From an optimization exercise on the open Yosys and OpenROAD flow, aimed at small area, a short achievable clock period and few clock cycles per item; shortcuts taken in it are not production practice.
RTL that was checked went through simulation tests only; none was proved equivalent to the original.
No functional check of the RTL was part of runs 1 and 2.

<file path="flow/run.sh">
#!/bin/bash
# synth_recipe.tcl (not shown) runs the flow's synth.tcl, then flattens the netlist and writes it again
# the make line also repeats each setting of config.mk as NAME=value (left out here)
make -C /OpenROAD-flow-scripts/flow DESIGN_CONFIG=/design/flow/config.mk WORK_HOME=/design/flow/orfs CLKGATE_MAP_FILE= SYNTH_SCRIPT=/design/flow/synth_recipe.tcl finish
</file>
<file path="flow/config.mk">
export PLATFORM = sky130hd
export DESIGN_NAME = samplerz_top
export DESIGN_NICKNAME = samplerz_top
export VERILOG_FILES = /design/flow/design.v
export SDC_FILE = /design/flow/constraint.sdc
export NUM_CORES = 4
export LEC_CHECK = 0
export ABC_CLOCK_PERIOD_IN_PS = 4000
export CAP_MARGIN = 20
export CORE_MARGIN = 2
export CORE_UTILIZATION = 40
export SETUP_SLACK_MARGIN = 5
export SLEW_MARGIN = 20
</file>
<file path="flow/constraint.sdc">
create_clock -name core_clock -period 11.0 [get_ports {clk}]
set_input_delay 2.2000 -clock core_clock [delete_from_list [all_inputs] [get_ports {clk}]]
set_output_delay 2.2000 -clock core_clock [all_outputs]
set_load 0.01 [all_outputs]
</file>
<file path="flow/design.v">
package samplerz_pkg;
  localparam logic [15:0] INV_SIGMA_MAX_SQR_DIV_2 = 16'h269F;
  localparam logic [15:0] SIGMA_MIN_512  = 16'hA390;
  localparam logic [15:0] SIGMA_MIN_1024 = 16'hA62E;
  localparam logic [32*8-1:0] EXP_NEG_TABLE = {
    8'd5,   8'd6,   8'd7,   8'd8,   8'd9,   8'd10,  8'd11,  8'd13,
    8'd14,  8'd16,  8'd19,  8'd21,  8'd24,  8'd27,  8'd31,  8'd35,
    8'd39,  8'd44,  8'd50,  8'd57,  8'd65,  8'd73,  8'd83,  8'd94,
    8'd107, 8'd121, 8'd137, 8'd155, 8'd176, 8'd199, 8'd226, 8'd255
  };
endpackage
module samplerz_top (
  input  logic               clk,
  input  logic               rst_n_i,
  input  logic               start_i,
  input  logic [31:0]        mu_i,
  input  logic [15:0]        inv_sigma_prime_i,
  input  logic [15:0]        inv_sigma_sqr_div_2_i,
  input  logic               falcon_type_i,
  input  logic               rand_val_i,
  input  logic [23:0]        rand_cdt_i,
  input  logic               rand_b_i,
  input  logic [7:0]         rand_8_i,
  output logic               dout_val_o,
  output logic signed [15:0] w_o,
  output logic               request_rand_o,
  output logic               busy_o
);
  logic        busy_q;
  logic        ph1_q, ph2_q;    
  logic        take_job;
  logic        hit, acc;
  logic        v1_q, v2_q, v3_q;
  assign busy_o   = busy_q;
  assign take_job = start_i & ~busy_q;
  always_ff @(posedge clk) begin
    if (!rst_n_i) begin
      busy_q         <= 1'b0;
      ph1_q          <= 1'b0;
      ph2_q          <= 1'b0;
      v1_q           <= 1'b0;
      v2_q           <= 1'b0;
      v3_q           <= 1'b0;
      dout_val_o     <= 1'b0;
      request_rand_o <= 1'b0;
    end else begin
      busy_q         <= busy_q ? ~hit : start_i;
      ph1_q          <= take_job;
      ph2_q          <= ph1_q;
      v1_q           <= rand_val_i & busy_q & ~hit;
      v2_q           <= v1_q & ~hit;
      v3_q           <= v2_q & ~hit;
      dout_val_o     <= hit;
      request_rand_o <= v3_q & ~acc;
    end
  end
  logic [15:0] r_q, fmu_q, isq_q, isp_q, r2_q;
  logic        ft_q;
  logic [8:0]  ccs_q;
  always_ff @(posedge clk) begin
    if (take_job) begin
      r_q   <= mu_i[15:0];
      fmu_q <= mu_i[31:16];
      isq_q <= inv_sigma_sqr_div_2_i;
      isp_q <= inv_sigma_prime_i;
      ft_q  <= falcon_type_i;
    end
  end
  logic [3:0] z0_1;
  logic       b_1;
  logic [7:0] r8_1;
  logic [3:0] z0_cnt;
  logic [9:0] th;
  assign th[0] = rand_cdt_i < 24'd10745844;
  assign th[1] = rand_cdt_i < 24'd5559083;
  assign th[2] = rand_cdt_i < 24'd2260429;
  assign th[3] = rand_cdt_i < 24'd708981;
  assign th[4] = rand_cdt_i < 24'd169348;
  assign th[5] = rand_cdt_i < 24'd30538;
  assign th[6] = rand_cdt_i < 24'd4132;
  assign th[7] = rand_cdt_i < 24'd417;
  assign th[8] = rand_cdt_i < 24'd31;
  assign th[9] = rand_cdt_i < 24'd1;
  assign z0_cnt[0] = (th[0] & ~th[1]) | (th[2] & ~th[3]) | (th[4] & ~th[5]) | (th[6] & ~th[7]) | (th[8] & ~th[9]);
  assign z0_cnt[1] = (th[1] & ~th[3]) | (th[5] & ~th[7]) | th[9];
  assign z0_cnt[2] = th[3] & ~th[7];
  assign z0_cnt[3] = th[7];
  always_ff @(posedge clk) begin
    z0_1 <= z0_cnt;
    b_1  <= rand_b_i;
    r8_1 <= rand_8_i;
  end
  logic [3:0]  m;          
  logic [6:0]  zsq;
  logic [19:0] mr;
  logic [22:0] mr2;
  logic [22:0] dsq_next;
  logic [22:0] mb_q;       
  logic [3:0]  z0_2;
  logic        b_2;
  logic [7:0]  r8_2;
  assign m   = z0_1 + {3'd0, b_1};
  assign zsq = m * m;
  assign mr  = m * r_q;
  assign mr2 = {2'd0, mr, 1'b0};
  assign dsq_next = {zsq, r2_q} + (b_1 ? (23'd0 - mr2) : mr2);
  always_ff @(posedge clk) begin
    if (take_job)   mb_q <= {7'd0, mu_i[15:0]};
    else if (ph1_q) mb_q <= {7'd0, ft_q ? samplerz_pkg::SIGMA_MIN_1024 : samplerz_pkg::SIGMA_MIN_512};
    else            mb_q <= dsq_next;
    z0_2 <= z0_1;
    b_2  <= b_1;
    r8_2 <= r8_1;
  end
  logic [15:0] ma;
  logic [19:0] p2;
  logic [38:0] pm;
  logic [40:0] t;
  logic [4:0]  k_3;
  logic        ok_3;
  logic [3:0]  z0_3;
  logic        b_3;
  logic [7:0]  r8_3;
  assign ma = ph1_q ? r_q : (ph2_q ? isp_q : isq_q);
  always_comb begin
    case (z0_2)
      4'd1:    p2 = 20'd9887;
      4'd2:    p2 = 20'd39548;
      4'd3:    p2 = 20'd88983;
      4'd4:    p2 = 20'd158192;
      4'd5:    p2 = 20'd247175;
      4'd6:    p2 = 20'd355932;
      4'd7:    p2 = 20'd484463;
      4'd8:    p2 = 20'd632768;
      4'd9:    p2 = 20'd800847;
      4'd10:   p2 = 20'd988700;
      default: p2 = 20'd0;
    endcase
    if (ph1_q | ph2_q) p2 = 20'd0;
  end
  assign pm = ma * mb_q;
  assign t  = {2'b00, pm} - {5'd0, p2, 16'd0};
  always_ff @(posedge clk) begin
    if (ph1_q) r2_q  <= t[31:16];
    if (ph2_q) ccs_q <= (t[31:23] > 9'd256) ? 9'd256 : t[31:23];
    k_3  <= t[40] ? 5'd0 : t[33:29];
    ok_3 <= t[40] | ~|t[39:34];
    z0_3 <= z0_2;
    b_3  <= b_2;
    r8_3 <= r8_2;
  end
  logic [7:0]  ev;
  logic [17:0] prod;
  logic [4:0]  z_3;
  assign ev   = ok_3 ? samplerz_pkg::EXP_NEG_TABLE[k_3*8 +: 8] : 8'd0;
  assign prod = ev * ccs_q - {r8_3, 8'hff} - 18'd1;
  assign acc  = ~prod[17];
  assign hit  = v3_q & acc;
  assign z_3  = b_3 ? {1'b0, z0_3 + 4'd1} : 5'd0 - {1'b0, z0_3};
  always_ff @(posedge clk) begin
    if (v3_q) w_o <= fmu_q + {{11{z_3[4]}}, z_3};
  end
endmodule
</file>
==> summary.md, run 1 <==
| Metric | Value |
|---|---|
| Status | `finished clean` |
| Reg2Reg Depth | `28` |
| Number of synthesized flops with an enable pin | `~110` |
| Top cells by area, synth | `fa_1, edfxtp_1, ha_1` |
| Global-route wire length before repair | `114000 um` |
| Placeable Area | `about 63000 sq um` |
| Worst Path Buf+Inv | `8` |
| Final core occ | `0.493` |
| Total number of vias | `between 15000 and 20000` |
| Post-Place Cells | `around 3600` |
| Clock slew at reported path FFs | `roughly 60 ps` |
| Initial antenna violation count | `0` |
| Gpl congestion | `around 0.9` |
| Crit path capture type | `register` |
| M1 WL | `just under 30000 um` |
| Top cell type by total area after synthesis | `fa_1` |
| Largest stage delay, worst path | `580 ps` |
| Port Buffers | `120` |
| Fmax | `roughly 0.14 GHz` |
| Antenna Nets Post-Route | `0` |
| Crit-path max FO | `7` |
| Maxcap violations | `0` |
| Initial DRC count | `around 1100` |
| Routed wl met3 | `4850 um` |
| Hold path startpoint | `r8_2[7]$_DFF_P_` |
| Post-DP HPWL | `50200 um` |
| Max clock buf depth | `3` |
| CP startpoint kind | `register` |
| Yosys reg bits | `between 200 and 250` |
| Seq/Total Area, Yosys | `0.201` |
| Clock Sinks | `around 200` |
| Root cell of the clock tree | `clkbuf_16` |
| Crit-path slowest cell | `fa_2` |
| CTS tree | `built` |
| Row Count | `92` |
| CTS Buf Count | `27` |
| Main synth FF type | `edfxtp_1` |
| Slew Limit Headroom | `0.225` |
| Setup TNS | `0 ps` |
| Clock Latency Late Sink | `just under 600 ps` |
| GR Overflow Total | `0` |
| Largest delay contributor family on the critical path | `adder cells` |
| Final worst-path cycle share | `0.635` |
| Tightest Pin Transition | `about 1200 ps` |
| Crit Path Category | `register to register` |
| Pins Over Slew Limit | `0` |
| Io pins | `121` |
| Area Overhead vs Synth | `22.2%` |
| Die Wd | `255 um` |
| Routed wire length per instance | `around 19 um` |
| Cells after synthesis | `about 2700` |
| Final nets | `about 3600` |
| Mean post-synth cell area | `between 9 and 10 sq um` |
| Synth unique cells | `66` |
| Number of global-route vias before repair | `around 21000` |
| RSZ-0062 raised after global routing | `yes` |
| Initial Utilization | `0.403` |
| Area post-placement | `~28000 sq um` |
| H-tree depth | `1` |
| DR WL met2 | `around 34000 um` |
| TritonRoute pass-1 iters | `5` |
| Final Hold Fails | `0` |
| Async set-reset flop share out of synthesis | `0` |
| DP Worst Slack | `3500 ps` |
| CP arrival | `approximately 7500 ps` |
| Yosys warning count | `1` |
| Syn Nets | `between 3000 and 4000` |
| Setup slack, reg-to-reg | `between 4000 and 5000 ps` |
| Filler cells | `around 5700` |
| Most common cell in the synthesized netlist | `inv_1` |
| Worst Hold Path Cells | `0` |
| Die height | `approximately 260 um` |
| FF-to-FF End | `ok_3$_DFF_P_` |
| Final min period | `~7000 ps` |
| Final Non-Filler Cells | `around 3800` |
| Clock Skews | `31.1 ps` |
| Setup violators final | `0` |
| WHS Endpoint | `r8_3[7]$_DFF_P_` |
| Smallest setup slack after layout | `roughly 4000 ps` |
| Area of the die | `65300 sq um` |
| Finished Cell Area | `between 30000 and 40000 sq um` |
| DRC Markers | `0` |
| Worst flop-to-flop path startpoint | `ph2_q$_SDFF_PN0_` |
| Total routed wirelength | `about 70000 um` |
| CP Data Required Time | `between 10000 and 15000 ps` |
| Highest metal used | `met4` |
| Synth top cells by count | `inv_1, nand2_1, fa_1` |
| Gr usage total | `0.221` |
| Largest net degree at the start of global routing | `60` |
| Hold crit path type | `register to register` |
| Cell area after synthesis | `approximately 25000 sq um` |
| Top cell type's share of synthesized area | `0.317` |
| Layout cells sized above 1 | `0.142` |
| Vias per inst | `a little over 5` |
-- worst max-delay path by stage --
stage	end	slack, ps	cells past startpoint	from
floorplan	ok_3$_DFF_P_	4360	27	ph2_q$_SDFF_PN0_
detailed placement	ccs_q[0]$_SDFFCE_PN0P_	3500	22	ph2_q$_SDFF_PN0_
global placement	ccs_q[3]$_SDFFCE_PN0P_	3620	22	ph2_q$_SDFF_PN0_
finish	ok_3$_DFF_P_	4010	28	ph2_q$_SDFF_PN0_
CTS	ok_3$_DFF_P_	4050	30	ph2_q$_SDFF_PN0_
global route	ok_3$_DFF_P_	3820	27	ph2_q$_SDFF_PN0_
-- through the flow --
step / hold WS (ps)
3_5_place_dp: 312
2_1_floorplan: 310
5_1_grt: 327
6_report: 321
3_3_place_gp: 310
4_1_cts: 321
-- cells by family after synthesis --
family | count (synthesis) | synth area share
AO/OA/AOI/OAI | 320 | 0.0814
flip-flops | 201 | 0.201
multiplexers | 26 | 0.0118
AND/OR/NAND/NOR | 865 | 0.164
adder cells (fa/ha/maj) | 613 | 0.422
buffers and inverters | 591 | 0.0877
XOR/XNOR | 92 | 0.0319
-- state kept, by name, indices dropped and copies added, names as in the netlist, 4 cells and up, named ones only --
signal	count
r_q	16
w_o	16
z0_3	4
isq_q	16
r8_3	8
r2_q	16
k_3	5
z0_2	4
r8_2	8
isp_q	16
mb_q	23
z0_1	4
ccs_q	9
fmu_q	16
r8_1	8
-- cell usage in the layout (no fill, tap or decap), types with 8 or more instances in the layout --
master	instances
o21bai_1	12
nand2_1	387
o21ai_0	50
edfxtp_1	106
xnor2_1	54
mux2i_1	14
nor2_2	8
nand4_1	9
nand3_1	19
clkbuf_16	27
a21oi_2	10
buf_6	23
xor2_1	26
and2_1	201
ha_4	24
o21a_1	20
nor2b_1	28
fa_2	16
inv_1	477
clkdlybuf4s50_1	120
a211o_1	8
nor3_1	25
o21ai_2	11
o21ai_1	16
nand2b_1	16
inv_2	14
nor2_1	80
a31oi_1	8
nand2_2	19
and3_1	19
a21oi_1	69
fa_1	385
buf_12	19
dfxtp_1	85
ha_1	181
buf_4	93
o211ai_1	18
a21o_1	26
-- area by class of cell --
type | count | area [sq um] | area share
sequential | 201 | 5110 | 0.165
multi-input combinational | 1917 | 19300 | 0.624
timing repair buffer | 265 | 2720 | 0.0879
inverter | 492 | 1850 | 0.0598
clock inverter | 18 | 179 | 0.00579
tap | 846 | 1060 | 0.0343
antenna | 2 | 5.00 | 0.000162
clock buffer | 32 | 706 | 0.0228
-- timing repair --
| action | CTS | global route |
|---|---|---|
| hold buffers | 0 | 0 |
| setup buffers | 79 | 32 |
| setup endpoints to repair | 50 | 45 |
| endpoints found under the hold margin | 0 | 0 |
| gates cloned | 13 | 0 |
| pin swaps | 70 | 94 |
| gates resized for setup | 188 | 93 |
-- per-layer routing --
metal / GRT usage / up-vias
li1: - / 8902
met1: 0.295 / 9875
met2: 0.369 / 610
met3: 0.0353 / 118
met4: 0.0664 / 0
met5: 0 / -
==> inputs of run 2 (changes only) <==
--- a/flow/config.mk
+++ b/flow/config.mk
@@ -5,7 +5,6 @@
 export SDC_FILE = /design/flow/constraint.sdc
 export NUM_CORES = 4
 export LEC_CHECK = 0
-export ABC_CLOCK_PERIOD_IN_PS = 4000
 export CAP_MARGIN = 20
 export CORE_MARGIN = 2
 export CORE_UTILIZATION = 40
==> run 2 against run 1 <==
  * Area after synthesis stayed put
  * Cell count stayed put
  * Synthesized cell count did not move
  * Hold slack unchanged
==> summary.md, run 2 <==
| Metric | Value |
|---|---|
| Status | `finished clean (unchanged)` |
| Post-DP HPWL | `50200 um (unchanged)` |
| RSZ-0062 raised after global routing | `yes (unchanged)` |
| Tightest Pin Transition | `1160 ps (unchanged)` |
| Final core occ | `0.493 (unchanged)` |
| Syn Nets | `3423 (unchanged)` |
| Hold path startpoint | `r8_2[7]$_DFF_P_ (unchanged)` |
| Vias per inst | `5.17 (unchanged)` |
| Antenna Nets Post-Route | `0 (unchanged)` |
| CTS Buf Count | `27 (unchanged)` |
| Clock Skews | `31.1 ps (unchanged)` |
| Layout cells sized above 1 | `0.142 (unchanged)` |
| Initial Utilization | `0.403 (unchanged)` |
| Filler cells | `5690 (unchanged)` |
| Final worst-path cycle share | `0.635 (unchanged)` |
| Top cells by area, synth | `fa_1, edfxtp_1, ha_1 (unchanged)` |
| Die height | `255 um (unchanged)` |
| Synth unique cells | `66 (unchanged)` |
| Final min period | `6990 ps (unchanged)` |
| Die Wd | `255 um (unchanged)` |
| Clock Latency Late Sink | `580 ps (about the same)` |
| Gpl congestion | `0.883 (unchanged)` |
| Crit-path max FO | `7 (unchanged)` |
| Number of synthesized flops with an enable pin | `106 (unchanged)` |
| Clock Sinks | `201 (unchanged)` |
| CP arrival | `7470 ps (about the same)` |
| Top cell type's share of synthesized area | `0.317 (unchanged)` |
| Hold crit path type | `register to register (unchanged)` |
| Gr usage total | `0.221 (unchanged)` |
| GR Overflow Total | `0 (unchanged)` |
| DRC Markers | `0 (unchanged)` |
| Initial DRC count | `1108 (unchanged)` |
| Reg2Reg Depth | `28 (unchanged)` |
| Total routed wirelength | `70900 um (unchanged)` |
| Most common cell after layout, fill and taps aside | `inv_1 (unchanged)` |
| WHS Endpoint | `r8_3[7]$_DFF_P_ (unchanged)` |
| Area Overhead vs Synth | `22.2% (unchanged)` |
| Setup violators final | `0 (unchanged)` |
| Worst Path Buf+Inv | `8 (unchanged)` |
| Max clock buf depth | `3 (unchanged)` |
| Most common cell in the synthesized netlist | `inv_1 (unchanged)` |
| Fin Hold WS | `321 ps (unchanged)` |
| Flip-flop count of the largest register after layout | `23 (unchanged)` |
| Io pins | `121 (unchanged)` |
| Largest reg by FF count | `mb_q (unchanged)` |
| Routed wire length per instance | `18.8 um (unchanged)` |
| Area of the die | `65300 sq um (unchanged)` |
| CP startpoint kind | `register (unchanged)` |
| H-tree depth | `1 (unchanged)` |
| TritonRoute pass-1 iters | `5 (unchanged)` |
| Port Buffers | `120 (unchanged)` |
| Initial antenna violation count | `0 (unchanged)` |
| Worst Hold Path Cells | `0 (unchanged)` |
| Global-route wire length before repair | `114000 um (unchanged)` |
| Placeable Area | `62700 sq um (unchanged)` |
| Commonest non-fill, non-tap cells in the layout | `inv_1, nand2_1, fa_1 (unchanged)` |
| Synth top cells by count | `inv_1, nand2_1, fa_1 (unchanged)` |
| Cells after synthesis | `2708 (unchanged)` |
| Cell area after synthesis | `25300 sq um (unchanged)` |
| Maxcap violations | `0 (unchanged)` |
| Final Hold Fails | `0 (unchanged)` |
| Yosys warning count | `1 (unchanged)` |
| Yosys reg bits | `201 (unchanged)` |
| Fmax | `0.143 GHz (unchanged)` |
| Seq/Total Area, Yosys | `0.201 (unchanged)` |
| Mean post-synth cell area | `9.34 sq um (unchanged)` |
| Clock slew at reported path FFs | `60 ps (about the same)` |
| Number of global-route vias before repair | `20900 (unchanged)` |
| FF-to-FF End | `ok_3$_DFF_P_ (unchanged)` |
| Row Count | `92 (unchanged)` |
| Main synth FF type | `edfxtp_1 (unchanged)` |
| CTS tree | `built (unchanged)` |
| Setup TNS | `0 ps (unchanged)` |
| Largest delay contributor family on the critical path | `adder cells (unchanged)` |
| Root cell of the clock tree | `clkbuf_16 (unchanged)` |
| Pins Over Slew Limit | `0 (unchanged)` |
| Largest stage delay, worst path | `580 ps (about the same)` |
| Crit-path slowest cell | `fa_2 (unchanged)` |
| Slew Limit Headroom | `0.225 (unchanged)` |
| Final nets | `3619 (unchanged)` |
| Total number of vias | `19500 (unchanged)` |
| Top cell type by total area after synthesis | `fa_1 (unchanged)` |
| Crit path capture type | `register (unchanged)` |
| Worst flop-to-flop path startpoint | `ph2_q$_SDFF_PN0_ (unchanged)` |
| CP Data Required Time | `11480 ps (about the same)` |
| Async set-reset flop share out of synthesis | `0 (unchanged)` |
| Largest net degree at the start of global routing | `60 (unchanged)` |
| Setup slack, reg-to-reg | `4010 ps (about the same)` |
| Crit Path Category | `register to register (unchanged)` |
-- run 2: cell counts in the layout (fill, tap and decap cells not counted) --
No cell type changed its count.
-- run 2: final cells by class --
class                           instances  area [sq um]  area share
Sequential cell                       201          5110       0.165
Clock inverter                         18           179     0.00579
Inverter                              492          1850      0.0598
Multi-Input combinational cell       1917         19300       0.624
Tap cell                              846          1060      0.0343
Antenna cell                            2          5.00    0.000162
Clock buffer                           32           706      0.0228
Timing Repair Buffer                  265          2720      0.0879
-- run 2: kinds of logic after synthesis --
kind of cell               synth area share
AOI/OAI and AO/OA                    0.0814
xor gates and xnor gates             0.0319
adders and majority gates             0.422
buffers and inverters                0.0877
DFF                                   0.201
muxes                                0.0118
and+or+nand+nor                       0.164
-- run 2: repair_timing --
item,4_1_cts,5_1_grt
gates cloned,13,0
hold buffers,0,0
resized for setup,188,93
setup buffers,79,32
setup endpoints to repair,50,45
pin swaps,70,94
endpoints found under the hold margin,0,0
-- run 2: metrics by stage --
stage	worst slack, ps	cell area (sq um)	instances
final	4010	30900	3773
after global routing	3820	30900	3771
after CTS	4050	30200	3739
after detailed placement	3500	27600	3597
after global placement	3620	27600	3597
after floorplan	4360	25600	2708
-- run 2: per-layer routing --
layer / wire, um / up-vias / GRT usage
met4: 2150 / 0 / 0.0664
met2: 34100 / 610 / 0.369
met5: 0 / - / 0
met1: 29800 / 9875 / 0.295
met3: 4850 / 118 / 0.0353
li1: - / 8902 / -
-- run 2: worst max path at each step --
stage                           startpoint  cells after the start                     end  slack [ps]
after CTS                 ph2_q$_SDFF_PN0_                     30            ok_3$_DFF_P_        4050
after floorplan           ph2_q$_SDFF_PN0_                     27            ok_3$_DFF_P_        4360
after global routing      ph2_q$_SDFF_PN0_                     27            ok_3$_DFF_P_        3820
after detailed placement  ph2_q$_SDFF_PN0_                     22  ccs_q[0]$_SDFFCE_PN0P_        3500
after global placement    ph2_q$_SDFF_PN0_                     22  ccs_q[3]$_SDFFCE_PN0P_        3620
final                     ph2_q$_SDFF_PN0_                     28            ok_3$_DFF_P_        4010
==> inputs of run 3 (changes only) <==
--- a/flow/design.v
+++ b/flow/design.v
@@ -70,21 +70,19 @@
   logic       b_1;
   logic [7:0] r8_1;
   logic [3:0] z0_cnt;
-  logic [9:0] th;
-  assign th[0] = rand_cdt_i < 24'd10745844;
-  assign th[1] = rand_cdt_i < 24'd5559083;
-  assign th[2] = rand_cdt_i < 24'd2260429;
-  assign th[3] = rand_cdt_i < 24'd708981;
-  assign th[4] = rand_cdt_i < 24'd169348;
-  assign th[5] = rand_cdt_i < 24'd30538;
-  assign th[6] = rand_cdt_i < 24'd4132;
-  assign th[7] = rand_cdt_i < 24'd417;
-  assign th[8] = rand_cdt_i < 24'd31;
-  assign th[9] = rand_cdt_i < 24'd1;
-  assign z0_cnt[0] = (th[0] & ~th[1]) | (th[2] & ~th[3]) | (th[4] & ~th[5]) | (th[6] & ~th[7]) | (th[8] & ~th[9]);
-  assign z0_cnt[1] = (th[1] & ~th[3]) | (th[5] & ~th[7]) | th[9];
-  assign z0_cnt[2] = th[3] & ~th[7];
-  assign z0_cnt[3] = th[7];
+  always_comb begin
+    z0_cnt = 4'd0;
+    if (rand_cdt_i < 24'd10745844) z0_cnt = z0_cnt + 4'd1;
+    if (rand_cdt_i < 24'd5559083)  z0_cnt = z0_cnt + 4'd1;
+    if (rand_cdt_i < 24'd2260429)  z0_cnt = z0_cnt + 4'd1;
+    if (rand_cdt_i < 24'd708981)   z0_cnt = z0_cnt + 4'd1;
+    if (rand_cdt_i < 24'd169348)   z0_cnt = z0_cnt + 4'd1;
+    if (rand_cdt_i < 24'd30538)    z0_cnt = z0_cnt + 4'd1;
+    if (rand_cdt_i < 24'd4132)     z0_cnt = z0_cnt + 4'd1;
+    if (rand_cdt_i < 24'd417)      z0_cnt = z0_cnt + 4'd1;
+    if (rand_cdt_i < 24'd31)       z0_cnt = z0_cnt + 4'd1;
+    if (rand_cdt_i < 24'd1)        z0_cnt = z0_cnt + 4'd1;
+  end
   always_ff @(posedge clk) begin
     z0_1 <= z0_cnt;
     b_1  <= rand_b_i;
@@ -150,11 +148,11 @@
     r8_3 <= r8_2;
   end
   logic [7:0]  ev;
-  logic [17:0] prod;
+  logic [16:0] prod;
   logic [4:0]  z_3;
   assign ev   = ok_3 ? samplerz_pkg::EXP_NEG_TABLE[k_3*8 +: 8] : 8'd0;
-  assign prod = ev * ccs_q - {r8_3, 8'hff} - 18'd1;
-  assign acc  = ~prod[17];
+  assign prod = ev * ccs_q;
+  assign acc  = r8_3 < prod[16:8];
   assign hit  = v3_q & acc;
   assign z_3  = b_3 ? {1'b0, z0_3 + 4'd1} : 5'd0 - {1'b0, z0_3};
   always_ff @(posedge clk) begin
--- a/flow/config.mk
+++ b/flow/config.mk
@@ -8,5 +8,4 @@
 export CAP_MARGIN = 20
 export CORE_MARGIN = 2
 export CORE_UTILIZATION = 40
-export SETUP_SLACK_MARGIN = 5
 export SLEW_MARGIN = 20
==> run 3 against run 2 <==
  * Area after synthesis is 3.6% higher
  * Flip-flop and latch count stayed put
  * Hold slack better by 1.1 ps
  * Still clean
==> summary.md, run 3 <==
| Metric | Value |
|---|---|
| Status | `finished clean (unchanged)` |
| Crit-path slowest cell | `clkdlybuf4s50_1 (was fa_2)` |
| Slew Limit Headroom | `0.291 (was 0.225)` |
| Most common cell in the synthesized netlist | `inv_1 (unchanged)` |
| FF-to-FF End | `ccs_q[0]$_SDFFCE_PN0P_ (was ok_3$_DFF_P_)` |
| Most common cell after layout, fill and taps aside | `inv_1 (unchanged)` |
| CP arrival | `9080 ps (was 7470 ps)` |
| Final Hold Fails | `0 (unchanged)` |
| Port Buffers | `120 (unchanged)` |
| Seq/Total Area, Yosys | `0.194 (was 0.201)` |
| Cell area after synthesis | `26200 sq um (was 25300 sq um)` |
| Synth unique cells | `86 (was 66)` |
| Setup TNS | `0 ps (unchanged)` |
| Crit path capture type | `register (unchanged)` |
| Async set-reset flop share out of synthesis | `0 (unchanged)` |
| GR Overflow Total | `0 (unchanged)` |
| Adder-cell area share of the yosys netlist | `0.410 (was 0.422)` |
| TritonRoute pass-1 iters | `5 (unchanged)` |
| Area post-placement | `28300 sq um (was 27600 sq um)` |
| Area of the die | `67600 sq um (was 65300 sq um)` |
| Die Wd | `260 um (was 255 um)` |
| Hold_buf cts | `0 (unchanged)` |
| Post-CTS Setup Repair Bufs | `0 (was 79)` |
| Routed wire length per instance | `17.5 um (was 18.8 um)` |
| Antenna Nets Post-Route | `0 (unchanged)` |
| Initial DRC count | `1133 (was 1108)` |
| Layout cells sized above 1 | `0.0368 (was 0.142)` |
| Io pins | `121 (unchanged)` |
| Final core occ | `0.452 (was 0.493)` |
| Post-DP HPWL | `51600 um (was 50200 um)` |
| Placeable Area | `64600 sq um (was 62700 sq um)` |
| H-tree depth | `1 (unchanged)` |
| Row Count | `93 (was 92)` |
| Crit-path max FO | `7 (unchanged)` |
| RSZ-0062 raised after global routing | `no (was yes)` |
| Top cells by area, synth | `fa_1, edfxtp_1, ha_1 (unchanged)` |
| Commonest non-fill, non-tap cells in the layout | `inv_1, nand2_1, fa_1 (unchanged)` |
| Setup violators final | `0 (unchanged)` |
| Mux cell area share after synthesis | `0.0117 (was 0.0118)` |
| Final min period | `8630 ps (was 6990 ps)` |
| Top cell type by total area after synthesis | `fa_1 (unchanged)` |
| Main synth FF type | `edfxtp_1 (unchanged)` |
| Hold path startpoint | `z0_2[2]$_DFF_P_ (was r8_2[7]$_DFF_P_)` |
| Final nets | `3641 (was 3619)` |
| Area Overhead vs Synth | `11.4% (was 22.2%)` |
| Simple-Gate Fraction of Synth Area | `0.170 (was 0.164)` |
| Gpl congestion | `0.894 (was 0.883)` |
| Largest reg by FF count | `mb_q (unchanged)` |
| Yosys warning count | `1 (unchanged)` |
| CP startpoint kind | `primary input (was register)` |
| Clock slew at reported path FFs | `60 ps (about the same)` |
| Clock Sinks | `201 (unchanged)` |
| Fmax | `0.116 GHz (was 0.143 GHz)` |
| Synth Area in Compound Gates | `0.0870 (was 0.0814)` |
| Pins Over Slew Limit | `0 (unchanged)` |
| Top cell type's share of synthesized area | `0.300 (was 0.317)` |
| Initial Utilization | `0.406 (was 0.403)` |
| Mean post-synth cell area | `9.24 sq um (was 9.34 sq um)` |
| Vias per inst | `5.18 (was 5.17)` |
| Global-route wire length before repair | `109000 um (was 114000 um)` |
| Clock Skews | `20.2 ps (was 31.1 ps)` |
| Finished Cell Area | `29200 sq um (was 30900 sq um)` |
| CP startpoint | `rand_cdt_i[7] (was ph2_q$_SDFF_PN0_)` |
| Maxcap violations | `0 (unchanged)` |
| Xor/xnor share of the synthesized area | `0.0374 (was 0.0319)` |
| Largest net degree at the start of global routing | `53 (was 60)` |
| Cells after synthesis | `2835 (was 2708)` |
| Root cell of the clock tree | `clkbuf_16 (unchanged)` |
| Die height | `260 um (was 255 um)` |
| Largest stage delay, worst path | `530 ps (was 580 ps)` |
| Total number of vias | `19600 (was 19500)` |
| CTS resizes | `0 (was 188)` |
| Yosys reg bits | `201 (unchanged)` |
| CP Data Required Time | `11450 ps (was 11480 ps)` |
| Number of synthesized flops with an enable pin | `106 (unchanged)` |
| Worst flop-to-flop path startpoint | `ph1_q$_SDFF_PN0_ (was ph2_q$_SDFF_PN0_)` |
| Initial antenna violation count | `0 (unchanged)` |
| Flip-flop count of the largest register after layout | `23 (unchanged)` |
| Total routed wirelength | `66300 um (was 70900 um)` |
| Setup slack, reg-to-reg | `2450 ps (was 4010 ps)` |
| CTS Buf Count | `25 (was 27)` |
| Antenna Cells | `0 (was 2)` |
| Hold crit path type | `register to register (unchanged)` |
| Largest family of logic cells by synthesized area | `adder cells (unchanged)` |
| Crit Path Category | `primary input to register (was register to register)` |
| Number of global-route vias before repair | `21100 (was 20900)` |
| DRC Markers | `0 (unchanged)` |
| Syn Nets | `3560 (was 3423)` |
| Tightest Pin Transition | `1060 ps (was 1160 ps)` |
| Max clock buf depth | `3 (unchanged)` |
| Crit-path most repeated cell | `ha_1` |
| Synth top cells by count | `inv_1, nand2_1, fa_1 (unchanged)` |
| Gr usage total | `0.202 (was 0.221)` |
| Clock Latency Late Sink | `560 ps (was 580 ps)` |
| Final worst-path cycle share | `0.784 (was 0.635)` |
| CP endpoint | `z0_1[3]$_DFF_P_ (was ok_3$_DFF_P_)` |
| CTS tree | `built (unchanged)` |
| Reg2Reg Depth | `26 (was 28)` |
-- run 3: metrics by stage --
stage	hold slack [ps]	worst slack [ps]	cells
5_1_grt	331	1920	3790
6_report	322	2370	3790
3_5_place_dp	313	1840	3744
4_1_cts	322	2420	3790
3_3_place_gp	313	2000	3744
2_1_floorplan	310	3000	2835
-- run 3: layout make-up --
cell class                 count  area [sq um]
multi-input combinational   2014         18800
sequential                   201          5090
tap                          855          1070
clock buffer                  37           772
clock inverter                 9           101
fill                        6181         35400
inverter                     526          1980
timing repair buffer         148          1410
-- run 3: worst min path at each step --
| stage | cells after the start | slack (ps) | end |
|---|---|---|---|
| finish | 0 | 320 | z0_3[2]$_DFF_P_ |
| global route | 0 | 330 | r8_3[0]$_DFF_P_ |
| CTS | 0 | 320 | z0_3[2]$_DFF_P_ |
| detailed placement | 0 | 310 | z0_3[0]$_DFF_P_ |
| global placement | 0 | 310 | z0_3[0]$_DFF_P_ |
| floorplan | 0 | 310 | b_3$_DFF_P_ |
-- run 3: worst max-delay path, delay by kind of cell --
family | cells | cell delay (ps)
buffers and inverters | 5 | 760
muxes | 1 | 250
adders and majority gates | 7 | 1970
xor gates and xnor gates | 5 | 950
AOI/OAI and AO/OA | 14 | 2420
and+or+nand+nor | 4 | 540
-- run 3: cell families (layout without fill, tap and decap cells) --
logic type	Yosys count	after routing
simple gates	917	917
fa+ha+maj	623	623
buf+inv	620	720
compound gates	341	341
flops	201	201
xor+xnor	104	104
mux	29	29
-- run 3: layer usage --
layer  vias to the layer above  wire length (um)  track usage
li1                       9164                 -            -
met2                       520             32700        0.350
met5                         -                 0            0
met1                      9853             28100        0.263
met3                       110              3530       0.0268
met4                         0              1920       0.0594
Testbench counts of run 3, summed over its fixed seeds: cycles 13,624, samples 2,400.

-- separate check: timing with driven ports --
The flow's constraints put no driver on any port. The routed layouts listed below were extracted and timed again, unchanged, in two steps.
Step 1, drivers: a clkbuf_16 drives clk and a buf_2 each remaining input, both assumed.
Step 2 adds t to the input delays and takes it off the output delays; t is the mean of the earliest and latest rising clock arrival at the registers after step 1. Input paths then give back, and output paths get back, about the clock's delay inside the block.
Slacks: ideal / step 1 / step 2; pairs: ideal / step 1.
run	shift t [ns]	setup WS [ns]	worst setup path after step 2
run 1	0.624	4.010 / 4.010 / 4.010	register to register
run 2	0.624	4.010 / 4.010 / 4.010	register to register
run 3	0.611	2.373 / 2.410 / 1.799	input to register
After both steps setup and hold are still met in every run listed. The setup slack of run 3, which loses most, moves by +0.037 ns with the drivers and by -0.574 ns with both steps.
